Source: an optimization exercise on an open RTL-to-GDS flow (aim: small area, a short achievable clock period and few clock cycles per item). Production flows keep margins and buffers that such runs may drop.
In this exercise RTL edits were held to simulation tests only and were not proved equivalent to the original.
Power figures rest on the tool's default switching activity, not on a simulated workload.

## run 1
Design color_bar_pattern_pixel_generator_unit, start of the top module:
module color_bar_pattern_pixel_generator_unit
#(
    parameter int MAX_RESOLUTION = 2048
) (
    input  logic                  aclk,
    input  logic                  aresetn,
    input  logic                  cfg_valid,
    output logic                  cfg_ready,
    input  logic [CFG_IDX_W-1:0]  cfg_index,
    input  logic [CFG_DATA_W-1:0] cfg_data,
    input  logic                  s_axis_tvalid,
    output logic                  s_axis_tready,
    input  logic [S_TDATA_W-1:0]  s_axis_tdata,   
    output logic                  m_axis_tvalid,
    input  logic                  m_axis_tready,
    output logic [M_TDATA_W-1:0]  m_axis_tdata,   
    output logic [M_TUSER_W-1:0]  m_axis_tuser    
);
clock: 8.0 ns
lec_check: 0
abc_area: 1
cap_margin: 20
core_margin: 2
core_utilization: 50
place_density: 0.65
setup_slack_margin: 3.3
slew_margin: 20
run.sh (not shown) runs the stock make flow with config.mk's settings and CLKGATE_MAP_FILE= SYNTH_SCRIPT=/design/flow/synth_recipe.tcl, a recipe that flattens the netlist after the stock synthesis.
Run 1 ran to completion and came out clean on the timing, DRC and antenna checks.
Testbench counts of run 1, summed over its fixed seeds: cycles 32,672, items 32,000.
diff inputs: run 1 => run 2
# run 1
export LEC_CHECK = 0
export ABC_AREA = 1
export CAP_MARGIN = 20
export CORE_MARGIN = 2
export CORE_UTILIZATION = 50
export PLACE_DENSITY = 0.65
export SETUP_SLACK_MARGIN = 3.3
export SLEW_MARGIN = 20
create_clock -name core_clock -period 8.0 [get_ports {aclk}]
# run 2
export LEC_CHECK = 0
export ABC_AREA = 1
export CAP_MARGIN = 20
export CORE_MARGIN = 2
export CORE_UTILIZATION = 40
export PLACE_DENSITY = 0.6
export SETUP_SLACK_MARGIN = 3.4
export SLEW_MARGIN = 20
export TNS_END_PERCENT = 20
create_clock -name core_clock -period 8.0 [get_ports {aclk}]
- Changes observed in run 2 relative to run 1: data arrival time of the worst path saw little to no change; share of total power in combinational logic saw an increase; total placed cells including tap cells saw an increase; maximum frequency saw a decrease.
- Run 2 vs run 1, row count went up by 14.
Setup changes, run 2 to run 3
# run 2
export LEC_CHECK = 0
export ABC_AREA = 1
export CAP_MARGIN = 20
export CORE_MARGIN = 2
export CORE_UTILIZATION = 40
export PLACE_DENSITY = 0.6
export SETUP_SLACK_MARGIN = 3.4
export SLEW_MARGIN = 20
export TNS_END_PERCENT = 20
create_clock -name core_clock -period 8.0 [get_ports {aclk}]
# run 3
export LEC_CHECK = 0
export ABC_AREA = 1
export CAP_MARGIN = 20
export CORE_MARGIN = 2
export CORE_UTILIZATION = 40
export PLACE_DENSITY = 0.6
export SETUP_SLACK_MARGIN = 2.9
export SLEW_MARGIN = 20
create_clock -name core_clock -period 8.0 [get_ports {aclk}]
Results
- Per the comparison of run 3 with run 2, overall power consumption has decreased; shortest clock period the worst path allows after layout has increased; switching share of power has increased.
- Clock network fraction of total power was higher in run 3 than in run 2.
- Compared with run 2, in run 3 least setup slack across all paths after layout shows a reduction of 0.36 ns; wire length of the first global-routing pass shows a reduction of about 1.2%; area added between synthesis and finish shows a reduction of 4.1 points.
- Re post-route cell area: run 3 and run 2 aren't equal, and the lower value belongs to run 3.
For run 4, these inputs were changed with respect to run 3:
# run 3
export LEC_CHECK = 0
export ABC_AREA = 1
export CAP_MARGIN = 20
export CORE_MARGIN = 2
export CORE_UTILIZATION = 40
export PLACE_DENSITY = 0.6
export SETUP_SLACK_MARGIN = 2.9
export SLEW_MARGIN = 20
create_clock -name core_clock -period 8.0 [get_ports {aclk}]
# run 4
export LEC_CHECK = 0
export ABC_AREA = 1
export CAP_MARGIN = 20
export CORE_MARGIN = 2
export CORE_UTILIZATION = 40
export PLACE_DENSITY = 0.6
export SETUP_SLACK_MARGIN = 2.5
export SLEW_MARGIN = 20
create_clock -name core_clock -period 8.0 [get_ports {aclk}]
==> comparison <==
- Looking at worst setup slack, run 4 sits below run 3.
- Run 4 vs. run 3: part of the power in combinational logic held, core utilization of the finished layout went down 0.57 points, hold-fix buffer count after cts held, non-clock inverter instance count of the final layout held, fraction of standard cell area in multi-input logic went up 0.27 points.
- Via count of the first global-routing pass of run 3 is on par with run 4.
- Delta(sum of routed wire segments on met1, run 4 - run 3) > 0
- The higher worst clock skew on the final layout of run 3 and run 4 is in run 3.


trial 45:
Starting RTL as in the previous note.
export LEC_CHECK = 0
export ABC_AREA = 1
export CAP_MARGIN = 20
export CORE_MARGIN = 2
export CORE_UTILIZATION = 40
export PLACE_DENSITY = 0.6
export SETUP_SLACK_MARGIN = 3.7
export SLEW_MARGIN = 20
create_clock -name core_clock -period 8.0 [get_ports {aclk}]
Trial 45 reached the end of the flow, and the finished layout is clean on the timing, DRC and antenna checks.
Testbench counts of trial 45, summed over its fixed seeds: cycles 32,672, items 32,000.
Input changes introduced in build 76 (baseline for comparison: trial 45):
- swapping 3.7 for 2.5 in SETUP_SLACK_MARGIN
- putting TNS_END_PERCENT at 20 where nothing was set
Results
The share of total power consumed by net switching was comparable across build 76 and trial 45. On register area: between build 76 and trial 45, it ends up higher for trial 45. Lower share of the cycle needed by the critical path after routing was reported by trial 45, not build 76.

-- port drivers added, routing unchanged --
How much do the figures lean on ideal ports? The routed layouts below were timed once more, with nothing changed but the port constraints. Step 1 assumes that a clkbuf_16 drives the clock port and a buf_2 every other input. Step 2, shift: input delay + t, output delay - t, t = (earliest + latest rising clock arrival at the registers) / 2. This alone moves slack from input paths to output paths. Three values: ideal, step 1, step 2; two values: the first two.
run	t (ns)	setup WS [ns]	worst hold slack (ns)	worst setup path at the end	slew at the worst register clock pin (ns)
run 1	0.752	3.402 / 3.379 / 2.757	0.418 / 0.418 / 0.418	input to register	0.08 / 0.08
run 2	0.725	3.361 / 3.286 / 2.848	0.414 / 0.414 / 0.414	input to register	0.07 / 0.07
run 3	0.728	3.005 / 2.986 / 2.499	0.412 / 0.412 / 0.412	input to register	0.07 / 0.07
run 4	0.734	2.624 / 2.624 / 2.124	0.413 / 0.413 / 0.413	input to register	0.07 / 0.07
trial 45	0.744	3.469 / 3.469 / 2.850	0.417 / 0.417 / 0.417	input to register	0.07 / 0.07
build 76	0.732	2.674 / 2.674 / 2.190	0.412 / 0.412 / 0.412	input to register	0.07 / 0.07
After both steps every run listed still meets setup and hold. The setup slack of run 1, which loses most, moves by -0.023 ns with the drivers and by -0.645 ns with both steps.
